Context: an optimization exercise on an open-source flow, tuned for small area, a short achievable clock period and few clock cycles per item. The choices shown serve that exercise and are no tape-out recipe. Function was not checked in any run shown here: the RTL went through the layout flow alone.

## flow/design.v (module list and top-level ports; edited modules follow where they fit)
// module alu: 564 lines
// module alu_acc: 281 lines
// module valu_seq: 273 lines
module valu_seq
#(
  parameter int vdw_p    = 32,
  parameter int op_len_p = 2,
  parameter int vlen_p   = 16,
  parameter int vregs_p  = 8
) (
  input  logic                         clk_i,
  input  logic                         reset_n_i,
  input  logic                         cmd_v_i,
  output logic                         cmd_ready_o,
  input  logic [op_len_p-1:0]          cmd_op_i,
  input  logic [$clog2(vlen_p+1)-1:0]  cmd_len_i,
  input  logic [$clog2(vregs_p)-1:0]   cmd_vd_i,
  input  logic [$clog2(vregs_p)-1:0]   cmd_vs1_i,
  input  logic [$clog2(vregs_p)-1:0]   cmd_vs2_i,
  output logic                         rd_v_o,
  output logic [$clog2(vregs_p)-1:0]   rd_reg_a_o,
  output logic [$clog2(vregs_p)-1:0]   rd_reg_b_o,
  output logic [$clog2(vlen_p)-1:0]    rd_el_o,
  input  logic [vdw_p-1:0]             rd_a_i,
  input  logic [vdw_p-1:0]             rd_b_i,
  output logic                         wr_v_o,
  output logic [$clog2(vregs_p)-1:0]   wr_reg_o,
  output logic [$clog2(vlen_p)-1:0]    wr_el_o,
  output logic [vdw_p-1:0]             wr_data_o,
  output logic                         done_o,
  output logic                         flag_overflow_o,
  output logic                         flag_zero_o,
  output logic                         flag_negative_o
);
  // ...
==> flow/flow/run.sh <==
#!/bin/bash
# The standard layout (standard.sh) with two changes to how it is made:
#  - ORFS's repair_timing is asked for extra setup slack beyond the clock
#    constraint (SETUP_SLACK_MARGIN, ns), so it keeps improving paths that
#    already meet the constraint;
#  - the port buffers that ORFS's buffer_ports puts on every input and
#    output use a plain buffer cell (buf_1) instead of its default choice.
# Constraints, clock period and all steps are the standard flow's.
set -euo pipefail
export SETUP_SLACK_MARGIN=8.0
export BUFFER_PORTS_ARGS="-buffer_cell sky130_fd_sc_hd__buf_1"
bash standard.sh > standard_finish.log 2>&1
==> flow/standard.sh <==
#!/bin/bash
# synth_recipe.tcl (not shown) runs the flow's synth.tcl, then flattens the netlist and writes it again
# the make line also repeats each setting of config.mk as NAME=value (left out here)
make -C /OpenROAD-flow-scripts/flow DESIGN_CONFIG=/design/flow/config.mk WORK_HOME=/design/flow/orfs CLKGATE_MAP_FILE= SYNTH_SCRIPT=/design/flow/synth_recipe.tcl "${@:-finish}"
==> flow/config.mk <==
export PLATFORM = sky130hd
export DESIGN_NAME = valu_seq
export DESIGN_NICKNAME = valu_seq
export VERILOG_FILES = /design/flow/design.v
export SDC_FILE = /design/flow/constraint.sdc
export NUM_CORES = 4
export LEC_CHECK = 0
export CAP_MARGIN = 20
export CORE_MARGIN = 2
export CORE_UTILIZATION = 45
export SLEW_MARGIN = 20
==> flow/constraint.sdc <==
create_clock -name core_clock -period 11.5 [get_ports {clk_i}]
set_input_delay 2.3000 -clock core_clock [delete_from_list [all_inputs] [get_ports {clk_i}]]
set_output_delay 2.3000 -clock core_clock [all_outputs]
set_load 0.01 [all_outputs]
==> metrics.cfg, run 1 <==
[status]
status=complete, no violations

[setup_path]
startpoint_type=flip-flop
reg2reg_depth=11
cp_common_cell=fa_1
crit_start=x_hinit$_DFF_P_

[logic_synthesis]
synth-edff-count=12
yosysTopAreaCellShare_pct=24.84
ys_types=73
syn_avg_cell_area_um2=9.968
syn_inst=2409
synth_nets=2890
synthMuxAreaShare_pct=1.834

[final_layout]
largestClassByArea=multi-input combinational cells
design_area_um2=27830
seq_share_pct=24.58
multi_input_area_share_pct=58.00
max_flop_register=vs_q

[clock_network]
clockRootBuffer=clkbuf_16
numClockSinks=325
clk_pin_slew_ns=0.06
clockBufferDepth=3

[global_route]
top_usage_layer=met2

[timing]
tns_ns=0
finClkSkew_ns=0.02708
max_freq_mhz=275.9
worstMarginPinSlew_ns=1.043

[worst_hold_path]
worst_hold_path.endpoint=p_vd[0]$_DFF_P_

[drt]
drt-total-wl_um=76790
post_drt_wl_per_cell_um=23.94

[floorplan]
die_width_um=235
floorplan.tapcells=688
io-pin-count=139

[flow_run]
max_cap_viol_count=0

[place]
place_area_um2=25020
io_buffer_count=138
dp_cells=3090

==> run 2, diff against run 1 <==
--- a/flow/config.mk
+++ b/flow/config.mk
@@ -9,3 +9,4 @@
 export CORE_MARGIN = 2
 export CORE_UTILIZATION = 45
 export SLEW_MARGIN = 20
+export TNS_END_PERCENT = 3
==> metrics.cfg, run 2 <==
[status]
status=complete, no violations  ; unchanged

[place]
dpl.hpwl_um=52790  ; was 52430 um
place_ws_ns=7.417  ; was 7.403 ns
io_buffer_count=138  ; unchanged
gp_congestion=0.9226  ; was 0.9057
dp_cells=3091  ; was 3090
place_area_um2=25030  ; was 25020 um^2

[timing]
setup_viol=0  ; unchanged
hold_viol_final=0  ; unchanged
finClkSkew_ns=0.02617  ; was 0.02708 ns
max_slew_margin_pct=28.84  ; was 30.34%
worst_slack_ns=7.723  ; was 7.875 ns
fin_crit_sh_pct=32.84  ; was 31.52%
tns_ns=0  ; unchanged
worstMarginPinSlew_ns=1.066  ; was 1.043 ns
rsz0062_at_grt=true  ; unchanged
max_freq_mhz=264.8  ; was 275.9 MHz
final_max_slew_viol_count=0  ; unchanged
period_minus_slack_ns=3.777  ; was 3.625 ns

[floorplan]
start_util_pct=45.60  ; unchanged
io-pin-count=139  ; unchanged
fp.dieH_um=235  ; unchanged
rows=84  ; unchanged
core_um2=52660  ; unchanged
dieArea_um2=55230  ; unchanged
die_width_um=235  ; unchanged

[global_route]
grt_pass1_wl_um=112100  ; was 113800 um
grt_max_degree=66  ; unchanged
grt_pass1_vias=18640  ; was 18.70k
grt.total_usage_pct=26.31  ; was 26.82%
overflow=0  ; unchanged
antenna_found_initial=0  ; was 1

[logic_synthesis]
seq_area_frac_synth_pct=27.91  ; unchanged
synthTopCellsByCount=dfxtp_1 (298), inv_1 (262), a22oi_1 (249)  ; unchanged
yosys_register_bits=325  ; unchanged
async_reset_ff_share_pct=4.615  ; unchanged
syn_inst=2409  ; unchanged
synth-edff-count=12  ; unchanged
ys_types=73  ; unchanged
synth_area_um2=24010  ; unchanged
syn_avg_cell_area_um2=9.968  ; unchanged
dominantRegCellSynth=dfxtp_1  ; unchanged
synth_nets=2890  ; unchanged
yosysWarningCount=5  ; unchanged
synth.most_common_cell=dfxtp_1  ; unchanged
yosysTopAreaCell=dfxtp_1  ; unchanged
yosysTopAreaCellShare_pct=24.84  ; unchanged
synth_area_leaders=dfxtp_1 (25%), fa_1 (19%), ha_1 (8.8%)  ; unchanged

[setup_path]
crit_path_top_delay_cell=or4_4  ; was fa_1
cp_common_cell=ha_1  ; was fa_1
critPathTopFamily=simple AND/OR/NAND/NOR gates  ; was adder cells
reg2reg_depth=13  ; was 11
r2r_end=r_q[31]$_DFF_P_  ; unchanged
crit_required_ns=11.94  ; was 11.93 ns
cp_num_buf_inv=2  ; unchanged
critPathCaptureType=flip-flop  ; unchanged
reg2reg_from=x_hinit$_DFF_P_  ; unchanged
path_cells=buf_12, clkbuf_4, nor2_1, fa_1, ha_1, ha_1, or3_4, a2111oi_4, nor3_2, or4_4, a21oi_2, xnor2_1, mux2_2  ; was bufbuf_16, nand2b_1, fa_1, fa_1, inv_1, ha_1, and3_1, or4_1, a21oi_2, xnor2_1, mux2_2
startpoint_type=flip-flop  ; unchanged
cp.arrival_ns=4.22  ; was 4.05 ns
crit_type=reg2reg  ; unchanged
cp_max_fo=6  ; was 10
slowest_delay_ns=0.50  ; was 0.52 ns
crit_start=x_hinit$_DFF_P_  ; unchanged
rrSetupSlack_ns=7.72  ; was 7.88 ns

[clock_network]
cts_buffers=38  ; unchanged
clockRootBuffer=clkbuf_16  ; unchanged
clockBufferDepth=3  ; unchanged
numClockSinks=325  ; unchanged
clk_pin_slew_ns=0.06  ; about the same
cts_tree=done  ; unchanged
cts-htree-levels=2  ; unchanged
insertion_delay_ns=0.56  ; about the same

[worst_hold_path]
worstHoldPathCells=0  ; unchanged
worst_hold_path.endpoint=p_mul$_DFF_P_  ; was p_vd[0]$_DFF_P_
hold_path_startpoint=c_mul$_DFF_P_  ; was c_vd[0]$_DFF_P_
hp-class=reg2reg  ; unchanged

[drt]
drc=0  ; unchanged
vias=17950  ; was 18.24k
antenna_left=0  ; unchanged
avgViaCountPerCell=5.649  ; was 5.688
post_drt_wl_per_cell_um=23.60  ; was 23.94 um
drt-total-wl_um=74990  ; was 76790 um
drtIter0Drc=1720  ; was 1648
first_pass_iters=5  ; was 6

[final_layout]
most-common-layout-cells=inv_1 (261), dfxtp_1 (256), a22oi_1 (242)  ; was inv_1 (258), dfxtp_1 (251), a22oi_1 (216)
drive_gt1_share_pct=9.683  ; was 13.62%
multi_input_area_um2=15810  ; was 16140 um^2
regArea_um2=6783  ; was 6840 um^2
largest_reg_flops=47  ; unchanged
design_area_um2=27140  ; was 27830 um^2
max_flop_register=vs_q  ; unchanged
final_cells=3177  ; was 3207
final_common_cell=inv_1  ; unchanged
diodes=0  ; unchanged
nFillCells=4687  ; was 4626
area_growth_pct=13.04  ; was 15.91%
nets=2942  ; was 2975

[flow_run]
max_cap_viol_count=0  ; unchanged

==> run 2: worst max-delay path by stage <==
stage	to	slack [ns]	cells after the start
5_1_grt	r_q[31]$_DFF_P_	7.60	13
6_report	r_q[31]$_DFF_P_	7.72	13
3_5_place_dp	u_acc.vc_i[37]$_DFF_P_	7.42	7
3_3_place_gp	u_acc.vc_i[37]$_DFF_P_	7.45	7
2_1_floorplan	vs_q[30]$_DFF_P_	7.97	14
4_1_cts	vs_q[19]$_DFF_P_	7.65	10
==> run 2: cell type report <==
class / count / area share, %
Multi-Input combinational cell: 1635 / 58.23
Timing Repair Buffer: 196 / 4.826
Clock inverter: 19 / 1.069
Sequential cell: 325 / 24.99
Inverter: 265 / 3.724
Tap cell: 688 / 3.171
Clock buffer: 49 / 3.992
==> run 2: cell families (layout without fill, tap and decap cells) <==
group | after synthesis | after routing | share of synthesized area, %
AOI/OAI and AO/OA | 508 | 508 | 14.84
buffers and inverters | 449 | 529 | 7.076
adders and majority gates | 398 | 398 | 27.90
xor gates and xnor gates | 379 | 379 | 13.82
DFF | 325 | 325 | 27.91
and+or+nand+nor | 309 | 309 | 6.612
muxes | 41 | 41 | 1.834
==> run 2: per-stage QoR <==
step / util, % / hold slack, ns
after floorplan: - / 0.3096
after global placement: 47.54 / 0.3096
after detailed placement: 47.54 / 0.3120
after CTS: 50.21 / 0.3253
after global routing: 51.55 / 0.3280
final: 51.55 / 0.3246
==> run 2: worst register-to-register path: stages (launching register included) <==
cell and delay, ns:
dfxtp_4 0.36, buf_12 0.12, clkbuf_4 0.20, nor2_1 0.09
fa_1 0.44, ha_1 0.32, ha_1 0.26, or3_4 0.41
a2111oi_4 0.38, nor3_2 0.10, or4_4 0.50, a21oi_2 0.17
xnor2_1 0.09, mux2_2 0.26
==> run 2: repair_timing <==
action | in CTS | in global routing
resized for setup | 15 | 132
pin swaps | 0 | 17
buffers inserted | 0 | 12
hold endpoints to repair | 0 | 0
endpoints found under the setup margin | 66 | 68
cloned | 0 | 6
hold buffers | 0 | 0
==> run 2: routing by layer <==
metal	share of wire, %	routed length (um)	global-route usage (%)
met1	41	30710	33.56
met2	47	35210	43.32
met3	7.6	5699	5.369
met4	4.5	3366	11.26
met5	0	0	0

## static timing again, ports no longer ideal
How much do the figures lean on ideal ports? The routed layouts below were timed once more, with nothing changed but the port constraints. Step 1 (the two cells are an assumption about what drives the block):
set clk [get_ports {clk_i}]
set_driving_cell -lib_cell sky130_fd_sc_hd__clkbuf_16 $clk
set_driving_cell -lib_cell sky130_fd_sc_hd__buf_2 [delete_from_list [all_inputs] $clk]
Step 2 moves the port delays by t, midway between the first and last clock arrival at a register: inputs arrive t later, outputs are due t later. That takes back most of the time a late clock gives input paths. Three values: ideal, step 1, step 2; two values: the first two.
run | t (ns) | setup WS [ns] | hold WS [ns] | pins driven straight from the clock port
run 1 | 0.611 | 7.875 / 7.875 / 7.645 | 0.318 / 0.318 / 0.318 | 1
run 2 | 0.603 | 7.723 / 7.723 / 7.676 | 0.325 / 0.325 / 0.325 | 1
After both steps setup and hold are still met in every run listed. The setup slack of run 1, which loses most, moves by 0.000 ns with the drivers and by -0.230 ns with both steps.
